Source: an optimization exercise on an open RTL-to-GDS flow (aim: small area and a short achievable clock period). Production flows keep margins and buffers that such runs may drop. Only simulation tests tie the RTL to the original design; equivalence was not proved. Power is estimated from default activity; no workload was simulated.

**design.v**
```verilog
package axi_lite_pkg;
  localparam int REG_ADDR_W   = 7;                      
  localparam int DATA_W       = 32;                     
  localparam int STRB_W       = DATA_W / 8;             
  localparam int REG_CNT      = 32;                     
  localparam int REG_IDX_W    = $clog2(REG_CNT);        
  localparam int REG_RW_LAST  = 15;                     
  localparam int REG_RW_IDX_W = $clog2(REG_RW_LAST + 1);
  localparam int REG_CTRL     = 0;                      
  localparam int CTRL_OUT_EN  = 0;                      
  localparam int REG_PKT_LEN  = 1;                      
  localparam int REG_MIRROR_A     = 16;                 
  localparam int REG_MIRROR_B     = 17;                 
  localparam int REG_MIRROR_A_SRC = 2;
  localparam int REG_MIRROR_B_SRC = 3;
  localparam int REG_LEVEL        = 18;                 
  localparam int REG_SENT         = 19;                 
  localparam logic [1:0] RESP_OKAY   = 2'b00;
  localparam logic [1:0] RESP_SLVERR = 2'b10;           
endpackage
package axi_stream_pkg;
  localparam int BUF_DEPTH = 8;                         
  localparam int PTR_W     = $clog2(BUF_DEPTH);         
  localparam int LEVEL_W   = PTR_W + 1;                 
  typedef struct packed {
    logic [31:0]           data;                 
    logic [3:0]            strb;                 
    logic              last;                            
  } stream_beat_t;
endpackage
`timescale 1ns/10ps
import axi_lite_pkg::*;
import axi_stream_pkg::*;
module axi_lite_regs (
  input  logic                  aclk,
  input  logic                  rst_n,
  input  logic [REG_ADDR_W-1:0] s_axi_lite_awaddr,
  input  logic                  s_axi_lite_awvalid,
  output logic                  s_axi_lite_awready,
  input  logic [DATA_W-1:0]     s_axi_lite_wdata,
  input  logic [STRB_W-1:0]     s_axi_lite_wstrb,
  input  logic                  s_axi_lite_wvalid,
  output logic                  s_axi_lite_wready,
  output logic [1:0]            s_axi_lite_bresp,
  output logic                  s_axi_lite_bvalid,
  input  logic                  s_axi_lite_bready,
  input  logic [REG_ADDR_W-1:0] s_axi_lite_araddr,
  input  logic                  s_axi_lite_arvalid,
  output logic                  s_axi_lite_arready,
  output logic [DATA_W-1:0]     s_axi_lite_rdata,
  output logic [1:0]            s_axi_lite_rresp,
  output logic                  s_axi_lite_rvalid,
  input  logic                  s_axi_lite_rready,
  input  logic [LEVEL_W-1:0]    level,
  input  logic [DATA_W-1:0]     sent_count,
  output logic                  out_en,
  output logic [DATA_W-1:0]     pkt_len
);
  logic [DATA_W-1:0]    bank_q [0:REG_RW_LAST];         
  logic                 awready_q;                      
  logic                 bvalid_q;
  logic [1:0]           bresp_q;
  logic                 arready_q;
  logic                 rvalid_q;
  logic [DATA_W-1:0]    rdata_q;                        
  logic [REG_IDX_W-1:0] wr_idx;
  logic [REG_IDX_W-1:0] rd_idx;
  logic                 wr_hs;
  logic                 rd_hs;
  logic                 wr_ok;
  logic [DATA_W-1:0]    rd_word;
  assign wr_idx = s_axi_lite_awaddr[REG_ADDR_W-1 -: REG_IDX_W];   
  assign rd_idx = s_axi_lite_araddr[REG_ADDR_W-1 -: REG_IDX_W];
  assign wr_hs  = s_axi_lite_awvalid && awready_q;     
  assign rd_hs  = s_axi_lite_arvalid && arready_q;
  assign wr_ok  = (wr_idx <= REG_IDX_W'(REG_RW_LAST));  
  assign s_axi_lite_awready = awready_q;
  assign s_axi_lite_wready  = awready_q;
  assign s_axi_lite_bvalid  = bvalid_q;
  assign s_axi_lite_bresp   = bresp_q;
  assign s_axi_lite_arready = arready_q;
  assign s_axi_lite_rvalid  = rvalid_q;
  assign s_axi_lite_rdata   = rdata_q;
  assign s_axi_lite_rresp   = RESP_OKAY;                
  assign out_en  = bank_q[REG_CTRL][CTRL_OUT_EN];
  assign pkt_len = bank_q[REG_PKT_LEN];
  always_ff @(posedge aclk or negedge rst_n) begin
    if (!rst_n) begin
      awready_q <= 1'b0;
      bvalid_q  <= 1'b0;
    end else begin
      awready_q <= !awready_q && !bvalid_q &&
                   s_axi_lite_awvalid && s_axi_lite_wvalid;   
      if (wr_hs) begin
        bvalid_q <= 1'b1;                               
      end else if (bvalid_q && s_axi_lite_bready) begin
        bvalid_q <= 1'b0;
      end
    end
  end
  always_ff @(posedge aclk or negedge rst_n) begin
    if (!rst_n) begin
      arready_q <= 1'b0;
      rvalid_q  <= 1'b0;
    end else begin
      arready_q <= !arready_q && !rvalid_q && s_axi_lite_arvalid;
      if (rd_hs) begin
        rvalid_q <= 1'b1;
      end else if (rvalid_q && s_axi_lite_rready) begin
        rvalid_q <= 1'b0;
      end
    end
  end
  always_ff @(posedge aclk) begin
    if (wr_hs) begin
      bresp_q <= wr_ok ? RESP_OKAY : RESP_SLVERR;
    end
    if (rd_hs) begin
      rdata_q <= rd_word;                               
    end
  end
  always_ff @(posedge aclk or negedge rst_n) begin
    if (!rst_n) begin
      for (int i = 0; i <= REG_RW_LAST; i++) begin
        bank_q[i] <= '0;
      end
    end else if (wr_hs && wr_ok) begin
      for (int b = 0; b < STRB_W; b++) begin
        if (s_axi_lite_wstrb[b]) begin
          bank_q[wr_idx[REG_RW_IDX_W-1:0]][8*b +: 8] <= s_axi_lite_wdata[8*b +: 8];
        end
      end
    end
  end
  always_comb begin
    rd_word = '0;                                       
    if (rd_idx <= REG_IDX_W'(REG_RW_LAST)) begin
      rd_word = bank_q[rd_idx[REG_RW_IDX_W-1:0]];
    end else begin
      case (rd_idx)
        REG_IDX_W'(REG_MIRROR_A): rd_word = bank_q[REG_MIRROR_A_SRC];
        REG_IDX_W'(REG_MIRROR_B): rd_word = bank_q[REG_MIRROR_B_SRC];
        REG_IDX_W'(REG_LEVEL):    rd_word = DATA_W'(level);   
        REG_IDX_W'(REG_SENT):     rd_word = sent_count;
        default:                  rd_word = '0;
      endcase
    end
  end
endmodule
`timescale 1ns/10ps
import axi_lite_pkg::*;
import axi_stream_pkg::*;
module axi_stream_buf (
  input  logic               aclk,
  input  logic               rst_n,
  input  logic [DATA_W-1:0]  s_axi_stream_tdata,
  input  logic [STRB_W-1:0]  s_axi_stream_tstrb,
  input  logic               s_axi_stream_tlast,
  input  logic               s_axi_stream_tvalid,
  output logic               s_axi_stream_tready,
  input  logic               buf_re,                
  output axi_stream_pkg::stream_beat_t buf_data,             
  output logic [LEVEL_W-1:0] level
);
  logic [36:0]        mem_q [0:BUF_DEPTH-1];        
  logic [PTR_W-1:0]   wr_ptr_q;
  logic [PTR_W-1:0]   rd_ptr_q;
  logic [LEVEL_W-1:0] level_q;                      
  logic               full;
  logic               empty;
  logic               push;
  logic               pop;
  assign full  = (level_q == LEVEL_W'(BUF_DEPTH));
  assign empty = (level_q == '0);
  assign push  = s_axi_stream_tvalid && !full;      
  assign pop   = buf_re && !empty;                  
  assign s_axi_stream_tready = !full;               
  assign level               = level_q;
  assign buf_data            = empty ? '0 : mem_q[rd_ptr_q];
  always_ff @(posedge aclk) begin
    if (push) begin
      mem_q[wr_ptr_q] <= {s_axi_stream_tdata,      
                          s_axi_stream_tstrb,
                          s_axi_stream_tlast};
    end
  end
  always_ff @(posedge aclk or negedge rst_n) begin
    if (!rst_n) begin
      wr_ptr_q <= '0;
      rd_ptr_q <= '0;
      level_q  <= '0;
    end else begin
      if (push) begin
        wr_ptr_q <= wr_ptr_q + 1'b1;                
      end
      if (pop) begin
        rd_ptr_q <= rd_ptr_q + 1'b1;
      end
      case ({push, pop})
        2'b10:   level_q <= level_q + 1'b1;
        2'b01:   level_q <= level_q - 1'b1;
        default: level_q <= level_q;                
      endcase
    end
  end
endmodule
`timescale 1ns/10ps
import axi_lite_pkg::*;
import axi_stream_pkg::*;
module axi_stream_out (
  input  logic               aclk,
  input  logic               rst_n,
  input  axi_stream_pkg::stream_beat_t buf_data,              
  input  logic [LEVEL_W-1:0] level,
  output logic               buf_re,                
  input  logic               out_en,
  input  logic [DATA_W-1:0]  pkt_len,
  output logic [DATA_W-1:0]  sent_count,
  output logic [DATA_W-1:0]  m_axi_stream_tdata,
  output logic [STRB_W-1:0]  m_axi_stream_tstrb,
  output logic               m_axi_stream_tlast,
  output logic               m_axi_stream_tvalid,
  input  logic               m_axi_stream_tready
);
  logic [DATA_W-1:0] pkt_cnt_q;                     
  logic [DATA_W-1:0] sent_q;                        
  logic              hold_q;                        
  logic              have_beat;
  logic              hs;
  logic              pkt_end;
  assign have_beat = (level != '0);
  assign m_axi_stream_tvalid = (out_en || hold_q) && have_beat;
  assign hs                  = m_axi_stream_tvalid && m_axi_stream_tready;
  assign buf_re              = hs;                  
  assign pkt_end = (pkt_len != '0) && (pkt_cnt_q + 1'b1 == pkt_len);   
  assign m_axi_stream_tdata = buf_data.data;        
  assign m_axi_stream_tstrb = buf_data.strb;
  assign m_axi_stream_tlast = buf_data.last || pkt_end;
  assign sent_count         = sent_q;
  always_ff @(posedge aclk or negedge rst_n) begin
    if (!rst_n) begin
      pkt_cnt_q <= '0;
      sent_q    <= '0;
      hold_q    <= 1'b0;
    end else begin
      hold_q <= m_axi_stream_tvalid && !m_axi_stream_tready;
      if (hs) begin
        sent_q <= sent_q + 1'b1;
        if (m_axi_stream_tlast) begin
          pkt_cnt_q <= '0;                          
        end else begin
          pkt_cnt_q <= pkt_cnt_q + 1'b1;
        end
      end
    end
  end
endmodule
`timescale 1ns/10ps
import axi_lite_pkg::*;
import axi_stream_pkg::*;
module axi_top (
  input  logic                  aclk,
  input  logic                  rst_n,
  input  logic [REG_ADDR_W-1:0] s_axi_lite_awaddr,
  input  logic                  s_axi_lite_awvalid,
  output logic                  s_axi_lite_awready,
  input  logic [DATA_W-1:0]     s_axi_lite_wdata,
  input  logic [STRB_W-1:0]     s_axi_lite_wstrb,
  input  logic                  s_axi_lite_wvalid,
  output logic                  s_axi_lite_wready,
  output logic [1:0]            s_axi_lite_bresp,
  output logic                  s_axi_lite_bvalid,
  input  logic                  s_axi_lite_bready,
  input  logic [REG_ADDR_W-1:0] s_axi_lite_araddr,
  input  logic                  s_axi_lite_arvalid,
  output logic                  s_axi_lite_arready,
  output logic [DATA_W-1:0]     s_axi_lite_rdata,
  output logic [1:0]            s_axi_lite_rresp,
  output logic                  s_axi_lite_rvalid,
  input  logic                  s_axi_lite_rready,
  input  logic [DATA_W-1:0]     s_axi_stream_tdata,
  input  logic [STRB_W-1:0]     s_axi_stream_tstrb,
  input  logic                  s_axi_stream_tlast,
  input  logic                  s_axi_stream_tvalid,
  output logic                  s_axi_stream_tready,
  output logic [DATA_W-1:0]     m_axi_stream_tdata,
  output logic [STRB_W-1:0]     m_axi_stream_tstrb,
  output logic                  m_axi_stream_tlast,
  output logic                  m_axi_stream_tvalid,
  input  logic                  m_axi_stream_tready
);
  axi_stream_pkg::stream_beat_t buf_data;                    
  logic [LEVEL_W-1:0] level;                        
  logic               buf_re;
  logic               out_en;
  logic [DATA_W-1:0]  pkt_len;
  logic [DATA_W-1:0]  sent_count;
  axi_lite_regs regs_inst (
    .aclk               (aclk),
    .rst_n              (rst_n),
    .s_axi_lite_awaddr  (s_axi_lite_awaddr),
    .s_axi_lite_awvalid (s_axi_lite_awvalid),
    .s_axi_lite_awready (s_axi_lite_awready),
    .s_axi_lite_wdata   (s_axi_lite_wdata),
    .s_axi_lite_wstrb   (s_axi_lite_wstrb),
    .s_axi_lite_wvalid  (s_axi_lite_wvalid),
    .s_axi_lite_wready  (s_axi_lite_wready),
    .s_axi_lite_bresp   (s_axi_lite_bresp),
    .s_axi_lite_bvalid  (s_axi_lite_bvalid),
    .s_axi_lite_bready  (s_axi_lite_bready),
    .s_axi_lite_araddr  (s_axi_lite_araddr),
    .s_axi_lite_arvalid (s_axi_lite_arvalid),
    .s_axi_lite_arready (s_axi_lite_arready),
    .s_axi_lite_rdata   (s_axi_lite_rdata),
    .s_axi_lite_rresp   (s_axi_lite_rresp),
    .s_axi_lite_rvalid  (s_axi_lite_rvalid),
    .s_axi_lite_rready  (s_axi_lite_rready),
    .level              (level),
    .sent_count         (sent_count),
    .out_en             (out_en),
    .pkt_len            (pkt_len)
  );
  axi_stream_buf buf_inst (
    .aclk                (aclk),
    .rst_n               (rst_n),
    .s_axi_stream_tdata  (s_axi_stream_tdata),
    .s_axi_stream_tstrb  (s_axi_stream_tstrb),
    .s_axi_stream_tlast  (s_axi_stream_tlast),
    .s_axi_stream_tvalid (s_axi_stream_tvalid),
    .s_axi_stream_tready (s_axi_stream_tready),
    .buf_re              (buf_re),
    .buf_data            (buf_data),
    .level               (level)
  );
  axi_stream_out out_inst (
    .aclk                (aclk),
    .rst_n               (rst_n),
    .buf_data            (buf_data),
    .level               (level),
    .buf_re              (buf_re),
    .out_en              (out_en),
    .pkt_len             (pkt_len),
    .sent_count          (sent_count),
    .m_axi_stream_tdata  (m_axi_stream_tdata),
    .m_axi_stream_tstrb  (m_axi_stream_tstrb),
    .m_axi_stream_tlast  (m_axi_stream_tlast),
    .m_axi_stream_tvalid (m_axi_stream_tvalid),
    .m_axi_stream_tready (m_axi_stream_tready)
  );
endmodule
```
**run.sh**
```bash
#!/bin/bash
# synth_recipe.tcl (not shown) runs the flow's synth.tcl, then flattens the netlist and writes it again
# the make line also repeats each setting of config.mk as NAME=value (left out here)
make -C /OpenROAD-flow-scripts/flow DESIGN_CONFIG=/design/flow/config.mk WORK_HOME=/design/flow/orfs CLKGATE_MAP_FILE= SYNTH_SCRIPT=/design/flow/synth_recipe.tcl finish
```
**constraint.sdc**
```tcl
create_clock -name core_clock -period 4.2 [get_ports {aclk}]
set_input_delay 0.8400 -clock core_clock [delete_from_list [all_inputs] [get_ports {aclk}]]
set_output_delay 0.8400 -clock core_clock [all_outputs]
set_load 0.01 [all_outputs]
```
**config.mk**
```make
export PLATFORM = sky130hd
export DESIGN_NAME = axi_top
export DESIGN_NICKNAME = axi_top
export VERILOG_FILES = /design/flow/design.v
export SDC_FILE = /design/flow/constraint.sdc
export NUM_CORES = 4
export LEC_CHECK = 0
export CAP_MARGIN = 20
export CORE_MARGIN = 2
export CORE_UTILIZATION = 40
export SETUP_SLACK_MARGIN = 1.0
export SLEW_MARGIN = 20
```
==> metrics.md <==
| Metric | Value |
|---|---|
| TritonCTS clock tree | `yes` |
| Fmax | `251 MHz` |
| Main synth FF type | `dfrtp_1` |
| Req. time, crit path | `between 3 and 4 ns` |
| Hold buffers post-CTS | `0` |
| Run status | `timing/DRC/antenna clean` |
| Max_slew headroom | `a little under two fifths` |
| Max FO, Critical Path | `5` |
| Synthesis-stage register bit count | `slightly above 900` |
| Sequential Power Share | `between 40% and 50%` |
| Wire per inst | `26.4 µm` |
| Drt pass-1 iters | `6` |
| Fin. max-slew vios | `0` |
| R2r setup slk | `~0.24 ns` |
| Synth area leaders | `dfrtp_1, edfxtp_1, mux2_2, mux4_2, a22oi_1` |
| Clock Sinks | `between 900 and 1000` |
| Total grt overflow | `0` |
| Total CTS buffers | `100` |
| I/O pin count | `around 180` |
| Slew @ Worst Pin | `between 0.9 and 1 ns` |
| Worst R2R Path Depth | `24` |
| Critical R2R Launch | `out_inst.pkt_cnt_q[10]` |
| Seq/Total Area, Yosys | `between 60% and 70%` |
| Synth cell count leaders | `dfrtp_1, mux2_2, edfxtp_1` |
| Count leader, synth | `dfrtp_1` |
| Vias per cell | `roughly 5.9` |
| Yosys top cell by area | `dfrtp_1` |
| RSZ-0062 raised after global routing | `yes` |
| Final WL | `~120000 µm` |
| Net load switching power | `around 6600 µW` |
| Post-Synthesis Cells | `2826` |
| Die Span X | `about 320 µm` |
| Cell Pwr Density | `between 400 and 500 nW/µm²` |
| Reg2Reg Capture Point | `out_inst.pkt_cnt_q[30]` |
| Initial Util | `40.2%` |
| Final Wtd Congestion | `0.857` |
| Die height | `around 320 µm` |
| Total number of vias | `~27000` |
| Clock Latency Late Sink | `0.70 ns` |
| Leakage | `slightly above 0.02 µW` |
| Die area | `about 100000 µm²` |
| Number of port buffers | `between 150 and 200` |
| Library cells used by synthesis | `75` |
| MaxCap Viol Count | `0` |
| Setup TNS | `0 ns` |
| Largest net degree at the start of global routing | `roughly 130` |
| Hold Path Class | `in -> async` |
| Total Nets Final | `3252` |
| DPL Wire Length | `~74000 µm` |
| FF+latch area | `around 25000 µm²` |
| Initial antenna violation count | `4` |
| Gr usage total | `between 20% and 30%` |
| Critical Path AT | `roughly 3.2 ns` |
| 1st-iter DRT viols | `2295` |
| Post-route clock period utilization | `a little over nine tenths` |
| Top cell type's share of synthesized area | `~37%` |
| Peak supply drop | `between 0.3 and 0.4 mV` |
| Synth warn | `4` |
| DRC Markers | `0` |
| Post-route ant nets | `0` |
| Int Power | `approximately 18000 µW` |
| Share of layout cells above drive strength 1 | `33.6%` |
| Area of the multi-input gates | `between 15000 and 20000 µm²` |
| Clock buffer depth | `3` |
| Fill cells | `between 8000 and 9000` |
| Tmin final | `3.99 ns` |
| Worst-path clk slew | `approximately 0.06 ns` |
| Worst slack at placement | `-0.0108 ns` |
| CP Capture Type | `output pin` |
| Placement row count | `116` |
| Clock power frac | `roughly 37%` |
| Switching Share | `between 20% and 30%` |
| Crit Path Class | `reg -> out` |
| Setup Skew | `approximately 0.034 ns` |
| First-pass GRT wire length | `~180000 µm` |
| Final Util | `between 40% and 50%` |
| Core area | `99900 µm²` |
| Final Hold Viols | `0` |
| Total design power | `about 24000 µW` |
| Gate power share | `about a fifth` |
| Ant diodes | `0` |
| # setup viols final | `0` |
| Root Driver | `clkbuf_16` |
| Post-synth EDFFs | `between 300 and 400` |
| CP Launch Type | `flop` |
| Vias in the first global route | `between 20000 and 30000` |
| Mapped Area | `around 40000 µm²` |
| Post-synth ARST share | `approximately 64%` |
| Area growth, synth to finish | `21.2%` |
| Avg Cell Area, Syn | `14.2 µm²` |
| H-tree depth | `3` |
| Setup ws final | `0.212 ns` |
[placed cells by master (no fill, tap or decap), types with 71 or more instances in the layout]
cell type,n
a21oi_1,71
a22oi_1,174
buf_4,146
clkbuf_16,104
clkdlybuf4s50_1,128
dfrtp_1,582
edfxtp_1,329
mux2_2,513
mux4_2,77
nand2_1,107
nor2_1,176
[flip-flops by register name, summed over array words and instances (netlist names)]
register / cells
regs_inst.arready_q: 1
out_inst.hold_q: 1
regs_inst.bank_q: 512
buf_inst.rd_ptr_q: 3
buf_inst.level_q: 4
regs_inst.awready_q: 1
out_inst.sent_q: 32
out_inst.pkt_cnt_q: 32
regs_inst.bvalid_q: 1
regs_inst.bresp_q: 1
regs_inst.rvalid_q: 1
buf_inst.mem_q: 296
buf_inst.wr_ptr_q: 3
regs_inst.rdata_q: 32
[final cells by class]
type	count	area share (%)
timing repair buffer	382	7.67
tap	1298	3.34
sequential	920	50.7
clock inverter	40	0.889
multi-input combinational	1723	31.3
inverter	21	0.162
clock buffer	146	5.93
[per-stage QoR]
step                instance area (µm²)  hold slack (ns)  cells
floorplan                         40200            0.446   2828
global placement                  44200            0.437   4256
detailed placement                44200            0.449   4256
CTS                               48200           0.0785   4503
global route                      48700           0.0949   4530
finish                            48700           0.0830   4530
[kinds of logic after synthesis]
logic type                 after synthesis  share of synthesized area (%)
adders and majority gates                8                          0.268
buffers and inverters                  186                           1.87
and+or+nand+nor                        556                           6.77
AOI/OAI and AO/OA                      418                           7.50
xor gates and xnor gates                75                           1.64
other                                    1                        0.00934
muxes                                  662                           20.5
DFF                                    920                           61.4
[worst max-delay path, stage by stage (launching register included)]
cell,delay [ns]
dfrtp_2,0.44
ha_4,0.19
nand4_4,0.13
or4_4,0.61
o21ai_2,0.15
o311ai_2,0.12
a31o_1,0.26
nor4bb_4,0.17
a21oi_2,0.19
inv_2,0.07
buf_6,0.13
[routing by layer]
metal,track usage (%),part of all wire (%),wire length [µm],up-vias
li1,-,-,-,11400
met1,30.6,42,50800,14100
met5,0,0.042,50,-
met2,38.0,49,58200,928
met4,8.09,3.2,3790,8
met3,4.34,5.7,6880,239
[power groups by stage]
stage,Clock [µW],Combinational [µW],Sequential (µW)
6_report,8850,4810,10500
5_1_grt,9400,5160,10600
4_1_cts,9020,4440,10500
3_5_place_dp,0,4060,10700
3_3_place_gp,0,4000,10700
2_1_floorplan,0,2380,10500
[what timing repair did]
action,4_1_cts,5_1_grt
endpoints found under the hold margin,0,0
endpoints found under the setup margin,67,57
buffers inserted,57,24
pin swaps,24,38
gates cloned,4,3
gates resized for setup,202,76
[how the worst max path moves through the flow]
stage	slack, ns	endpoint	start
final	0.21	m_axi_stream_tlast	out_inst.pkt_cnt_q[0]
after global routing	0.08	m_axi_stream_tlast	out_inst.pkt_cnt_q[0]
after CTS	0.22	m_axi_stream_tlast	out_inst.pkt_cnt_q[1]
after detailed placement	-0.01	m_axi_stream_tlast	out_inst.pkt_cnt_q[1]
after global placement	0.05	m_axi_stream_tlast	out_inst.pkt_cnt_q[1]
after floorplan	0.56	buf_inst.mem_q[2][0]	s_axi_stream_tvalid

-- what the ideal ports hide --
In the flow no input, the clock included, has a driving cell. The finished layout below was timed again as built, in two steps. Step 1 (the two cells are an assumption about what drives the block):
set clk [get_ports {aclk}]
set_driving_cell -lib_cell sky130_fd_sc_hd__clkbuf_16 $clk
set_driving_cell -lib_cell sky130_fd_sc_hd__buf_2 [delete_from_list [all_inputs] $clk]
Step 2, shift: input delay + t, output delay - t, t = (earliest + latest rising clock arrival at the registers) / 2. This alone moves slack from input paths to output paths. a / b / c = ideal / step 1 / step 2; a / b = the first two.
t (ns): 0.752
slack for setup (ns): 0.212 / 0.142 / 0.244
worst data-port slew with drivers (ns): 0.15
After both steps setup and hold are still met in this run. The setup slack of this run moves by -0.070 ns with the drivers and by +0.032 ns with both steps.
